From an optimization exercise on the open Yosys and OpenROAD flow, aimed at small area; shortcuts taken in it are not production practice. At most, simulation tests tie the RTL to the original design; equivalence was not proved. No activity file was given, so power comes from the tool's default toggle rates.

==> flow/design.v <==
`default_nettype none
package rv32_pkg;
    localparam logic [6:0] OPC_OP     = 7'b0110011;
    localparam logic [6:0] OPC_OP_IMM = 7'b0010011;
    localparam logic [6:0] OPC_LUI    = 7'b0110111;
    localparam logic [6:0] OPC_AUIPC  = 7'b0010111;
    localparam logic [6:0] OPC_BRANCH = 7'b1100011;
    localparam logic [6:0] OPC_JAL    = 7'b1101111;
    localparam logic [6:0] OPC_JALR   = 7'b1100111;
endpackage
`default_nettype wire
`timescale 1ns/1ns
`default_nettype none
module rv32i_core #(
    parameter logic [31:0] RESET_PC = '0
) (
    input  logic             clk,
    input  logic             rst,
    output logic [31:0]      imem_addr,
    input  logic [31:0]      imem_data,
    output logic             wb_valid,
    output logic [4:0]       wb_rd,
    output logic [31:0]      wb_data
);
    logic [4:0] p;
    logic [2:0] fs;
    logic       clr;       
    logic       last;      
    assign last = &p;
    logic [31:0] ins;
    logic [2:0]  f3;
    logic [4:0]  rd;
    logic        is_op, is_opimm, is_lui, is_auipc, is_br, is_jal, is_jalr;
    logic        is_alu, is_shift, is_slt, writes, rdnz;
    assign ins      = imem_data;
    assign f3       = ins[14:12];
    assign rd       = ins[11:7];
    assign is_op    = ins[6:0] == rv32_pkg::OPC_OP;
    assign is_opimm = ins[6:0] == rv32_pkg::OPC_OP_IMM;
    assign is_lui   = ins[6:0] == rv32_pkg::OPC_LUI;
    assign is_auipc = ins[6:0] == rv32_pkg::OPC_AUIPC;
    assign is_br    = ins[6:0] == rv32_pkg::OPC_BRANCH;
    assign is_jal   = ins[6:0] == rv32_pkg::OPC_JAL;
    assign is_jalr  = ins[6:0] == rv32_pkg::OPC_JALR;
    assign is_alu   = is_op || is_opimm;
    assign is_shift = is_alu && f3[1:0] == 2'b01;
    assign is_slt   = is_alu && f3[2:1] == 2'b01;
    assign writes   = is_alu || is_lui || is_auipc || is_jal || is_jalr;
    assign rdnz     = rd != 5'd0;
    logic f_exec, f_cmp, f_copy, f_shift, f_wb, f_npc;
    always_comb begin
        f_exec  = 1'b0;
        f_cmp   = 1'b0;
        f_copy  = 1'b0;
        f_shift = 1'b0;
        f_wb    = 1'b0;
        f_npc   = 1'b0;
        if (!clr) begin
            if (is_shift) begin
                f_copy  = fs == 3'd1;
                f_shift = fs == 3'd2;
                f_wb    = fs == 3'd3;
                f_npc   = fs == 3'd4;
            end else if (is_slt) begin
                f_cmp   = fs == 3'd1;
                f_exec  = fs == 3'd2;
                f_npc   = fs == 3'd3;
            end else if (is_br) begin
                f_cmp   = fs == 3'd1;
                f_npc   = fs == 3'd2;
            end else begin
                f_exec  = fs == 3'd1;
                f_npc   = fs == 3'd2;
            end
        end
    end
    always_ff @(posedge clk) begin
        if (rst) begin
            p   <= 5'd0;
            fs  <= 3'd0;
            clr <= 1'b1;
        end else begin
            p <= p + 5'd1;
            if (last) begin
                clr <= 1'b0;
                fs  <= (clr || f_npc) ? 3'd0 : fs + 3'd1;
            end
        end
    end
    logic [31:0] rbit;        
    logic        rd_we;       
    logic        rd_in;       
    logic [3:0]  wsel_hi;     
    logic [7:0]  wsel_lo;     
    assign rbit[0] = 1'b0;
    always_comb begin
        for (int i = 0; i < 4; i++) wsel_hi[i] = clr || (rd_we && rd[4:3] == i[1:0]);
        for (int i = 0; i < 8; i++) wsel_lo[i] = clr || rd[2:0] == i[2:0];
    end
    for (genvar r = 1; r < 32; r++) begin : g_reg
        logic [31:0] ring;
        always_ff @(posedge clk) begin
            ring <= {(wsel_hi[r / 8] && wsel_lo[r % 8]) ? (rd_in && !clr) : ring[0],
                     ring[31:1]};
        end
        assign rbit[r] = ring[0];
    end
    logic [4:0] sel_a;
    logic       ra, rb;
    assign sel_a = (f_wb || (f_npc && is_jalr && rdnz)) ? rd : ins[19:15];
    assign ra    = rbit[sel_a];
    assign rb    = rbit[ins[24:20]];
    logic [31:1] pc;
    logic [31:0] pc_full;
    logic        pc_bit;
    logic        load;
    logic [31:0] bw;           
    logic        bw_in;
    logic [31:0] bw_next;
    assign pc_full = {pc, 1'b0};
    assign pc_bit  = pc_full[p];
    assign load    = (clr || f_npc) && last;
    assign bw_next = {bw_in, bw[31:1]};
    assign imem_addr = {pc, 1'b0};
    always_ff @(posedge clk) begin
        if (load) pc <= bw_next[31:1];
        bw <= bw_next;
    end
    logic fmt_i, fmt_u, fmt_b, fmt_j;
    logic imm;
    assign fmt_u = is_lui || is_auipc;
    assign fmt_b = is_br;
    assign fmt_j = is_jal;
    assign fmt_i = !(fmt_u || fmt_b || fmt_j);
    always_comb begin
        if (p == 5'd0) begin
            imm = fmt_i && ins[20];
        end else if (p <= 5'd4) begin
            imm = fmt_b ? ins[7 + p] : (!fmt_u && ins[20 + p]);
        end else if (p <= 5'd10) begin
            imm = !fmt_u && ins[20 + p];
        end else if (p == 5'd11) begin
            imm = fmt_b ? ins[7] : fmt_j ? ins[20] : (fmt_i && ins[31]);
        end else if (p <= 5'd19) begin
            imm = (fmt_u || fmt_j) ? ins[p] : ins[31];
        end else begin
            imm = fmt_u ? ins[p] : ins[31];
        end
    end
    logic use_pc, use_imm, sub;
    logic a, b, bx, cin, sum, cout;
    logic carry;
    logic neq;
    logic cond;
    logic take;
    assign use_pc  = is_auipc || (f_npc && (is_jal || is_br));
    assign use_imm = f_npc || !(is_op || is_br);
    assign sub     = f_cmp || (is_op && f3 == 3'b000 && ins[30]);
    assign a    = use_pc ? pc_bit : ra;
    assign b    = use_imm ? imm : rb;
    assign bx   = b ^ sub;
    assign cin  = (p == 5'd0) ? sub : carry;
    assign sum  = a ^ bx ^ cin;
    assign cout = (a & bx) | (a & cin) | (bx & cin);
    logic lt_s, lt_u, eq, cond_d;
    assign lt_u = !cout;
    assign lt_s = (a ^ b) ? a : !cout;
    assign eq   = !(neq || (a ^ b));
    always_comb begin
        case (f3)
            3'b000:  cond_d = is_br && eq;
            3'b001:  cond_d = is_br && !eq;
            3'b010:  cond_d = !is_br && lt_s;
            3'b011:  cond_d = !is_br && lt_u;
            3'b100:  cond_d = lt_s;
            3'b101:  cond_d = !lt_s;
            3'b110:  cond_d = lt_u;
            default: cond_d = !lt_u;
        endcase
    end
    always_ff @(posedge clk) begin
        carry <= cout;
        neq   <= (p != 5'd0 && neq) || (a ^ b);
        if (f_cmp && last) cond <= cond_d;
    end
    assign take = is_jal || is_jalr || (is_br && cond);
    logic icarry, icin, inc;
    assign icin = (p == 5'd2) || (p > 5'd2 && icarry);
    assign inc  = pc_bit ^ icin;
    always_ff @(posedge clk) icarry <= pc_bit && icin;
    logic [4:0] sh;
    logic       left, arith;
    logic [4:0] tap;
    logic       valid;
    logic       shres;
    logic       prev;
    assign left  = !f3[2];
    assign arith = ins[30];
    assign tap   = left ? (5'd0 - sh) : sh;
    assign valid = left ? (p >= sh) : ({1'b0, p} + {1'b0, sh} <= 6'd31);
    assign shres = valid ? bw[tap] : (!left && arith && prev);
    always_ff @(posedge clk) begin
        if (f_copy && p < 5'd5) sh <= {b, sh[4:1]};
        prev <= shres;
    end
    logic res;
    always_comb begin
        if (is_lui) begin
            res = b;
        end else if (is_auipc) begin
            res = sum;
        end else if (is_jal || is_jalr) begin
            res = inc;
        end else if (is_slt) begin
            res = (p == 5'd0) && cond;
        end else begin
            case (f3)
                3'b100:  res = a ^ b;
                3'b110:  res = a | b;
                3'b111:  res = a & b;
                default: res = sum;
            endcase
        end
    end
    always_comb begin
        rd_we = 1'b0;
        rd_in = res;
        bw_in = res;
        if (clr) begin
            bw_in = 1'b0;
        end else if (f_exec) begin
            rd_we = writes;
            if (is_jalr) rd_in = ra;
        end else if (f_copy) begin
            bw_in = ra;
        end else if (f_shift) begin
            rd_we = 1'b1;
            rd_in = shres;
            bw_in = bw[0];
        end else if (f_wb) begin
            bw_in = ra;
        end else if (f_npc) begin
            rd_we = is_jalr;
            rd_in = inc;
            bw_in = take ? sum : inc;
        end
    end
    assign wb_valid = f_npc && p == 5'd0 && writes && rdnz;
    assign wb_rd    = rd;
    assign wb_data  = bw;
endmodule
`default_nettype wire
==> flow/config.mk <==
export PLATFORM = sky130hd
export DESIGN_NAME = rv32i_core
export DESIGN_NICKNAME = rv32i_core
export VERILOG_FILES = /design/flow/design.v
export SDC_FILE = /design/flow/constraint.sdc
export NUM_CORES = 4
export LEC_CHECK = 0
export CAP_MARGIN = 20
export CORE_MARGIN = 2
export CORE_UTILIZATION = 40
export SLEW_MARGIN = 20
==> flow/constraint.sdc <==
create_clock -name core_clock -period 8.5 [get_ports {clk}]
set_input_delay 1.7000 -clock core_clock [delete_from_list [all_inputs] [get_ports {clk}]]
set_output_delay 1.7000 -clock core_clock [all_outputs]
set_load 0.01 [all_outputs]
run.sh (not shown) runs the stock make flow with config.mk's settings and CLKGATE_MAP_FILE= SYNTH_SCRIPT=/design/flow/synth_recipe.tcl, a recipe that flattens the netlist after the stock synthesis.
The first run ran to the end with no violations.
Next try:
--- a/flow/design.v
+++ b/flow/design.v
@@ -21,11 +21,11 @@
     output logic             wb_valid,
     output logic [4:0]       wb_rd,
     output logic [31:0]      wb_data
 );
     logic [4:0] p;
-    logic [2:0] fs;
+    logic [1:0] fs;
     logic       clr;       
     logic       last;      
     assign last = &p;
     logic [31:0] ins;
     logic [2:0]  f3;
@@ -55,37 +55,37 @@
         f_shift = 1'b0;
         f_wb    = 1'b0;
         f_npc   = 1'b0;
         if (!clr) begin
             if (is_shift) begin
-                f_copy  = fs == 3'd1;
-                f_shift = fs == 3'd2;
-                f_wb    = fs == 3'd3;
-                f_npc   = fs == 3'd4;
+                f_copy  = fs == 2'd0;
+                f_shift = fs == 2'd1;
+                f_wb    = fs == 2'd2;
+                f_npc   = fs == 2'd3;
             end else if (is_slt) begin
-                f_cmp   = fs == 3'd1;
-                f_exec  = fs == 3'd2;
-                f_npc   = fs == 3'd3;
+                f_cmp   = fs == 2'd0;
+                f_exec  = fs == 2'd1;
+                f_npc   = fs == 2'd2;
             end else if (is_br) begin
-                f_cmp   = fs == 3'd1;
-                f_npc   = fs == 3'd2;
+                f_cmp   = fs == 2'd0;
+                f_npc   = fs == 2'd1;
             end else begin
-                f_exec  = fs == 3'd1;
-                f_npc   = fs == 3'd2;
+                f_exec  = fs == 2'd0;
+                f_npc   = fs == 2'd1;
             end
         end
     end
     always_ff @(posedge clk) begin
         if (rst) begin
             p   <= 5'd0;
-            fs  <= 3'd0;
+            fs  <= 2'd0;
             clr <= 1'b1;
         end else begin
             p <= p + 5'd1;
             if (last) begin
                 clr <= 1'b0;
-                fs  <= (clr || f_npc) ? 3'd0 : fs + 3'd1;
+                fs  <= (clr || f_npc) ? 2'd0 : fs + 2'd1;
             end
         end
     end
     logic [31:0] rbit;        
     logic        rd_we;       
@@ -119,13 +119,13 @@
     logic [31:0] bw_next;
     assign pc_full = {pc, 1'b0};
     assign pc_bit  = pc_full[p];
     assign load    = (clr || f_npc) && last;
     assign bw_next = {bw_in, bw[31:1]};
-    assign imem_addr = {pc, 1'b0};
-    always_ff @(posedge clk) begin
-        if (load) pc <= bw_next[31:1];
+    assign imem_addr = {load ? bw_next[31:1] : pc, 1'b0};
+    always_ff @(posedge clk) begin
+        pc <= imem_addr[31:1];
         bw <= bw_next;
     end
     logic fmt_i, fmt_u, fmt_b, fmt_j;
     logic imm;
     assign fmt_u = is_lui || is_auipc;
@@ -243,10 +243,10 @@
             rd_we = is_jalr;
             rd_in = inc;
             bw_in = take ? sum : inc;
         end
     end
-    assign wb_valid = f_npc && p == 5'd0 && writes && rdnz;
+    assign wb_valid = (f_exec || f_wb) && last && writes && rdnz;
     assign wb_rd    = rd;
-    assign wb_data  = bw;
+    assign wb_data  = bw_next;
 endmodule
 `default_nettype wire
The changed run completed without violations.
Register-to-register slack gets worse by 0.07 ns.
Power decreases slightly.
Die area hardly moves.
Non-clock buffer count increases by 60.
Via count decreases by a few percent.
Critical path depth increases by 2.
Sequential share of layout area decreases by 1.6 points.
Only the layout flow was run in the first run of this note; the RTL was not checked for function there.

## re-timing with driven ports
The flow's constraints put no driver on any port. The routed layouts listed below were extracted and timed again, unchanged, in two steps. Step 1 (the two cells are an assumption about what drives the block):
set clk [get_ports {clk}]
set_driving_cell -lib_cell sky130_fd_sc_hd__clkbuf_16 $clk
set_driving_cell -lib_cell sky130_fd_sc_hd__buf_2 [delete_from_list [all_inputs] $clk]
Step 2 moves the port delays by t, midway between the first and last clock arrival at a register: inputs arrive t later, outputs are due t later. That takes back most of the time a late clock gives input paths. Slacks: no drivers / after step 1 / after step 2; pairs: no drivers / after step 1.
| run | t (ns) | slack for setup (ns) | worst setup path at the end | worst register clock-pin slew, ns |
|---|---|---|---|---|
| the first run | 0.685 | 1.218 / 1.236 / 0.551 | input to register | 0.07 / 0.07 |
| the second run | 0.683 | 0.294 / 0.260 / 0.260 | input to output | 0.07 / 0.07 |
After both steps setup and hold are still met in every run listed. For the first run, which loses most, drivers alone change the setup slack by +0.018 ns; drivers and shift together by -0.667 ns.
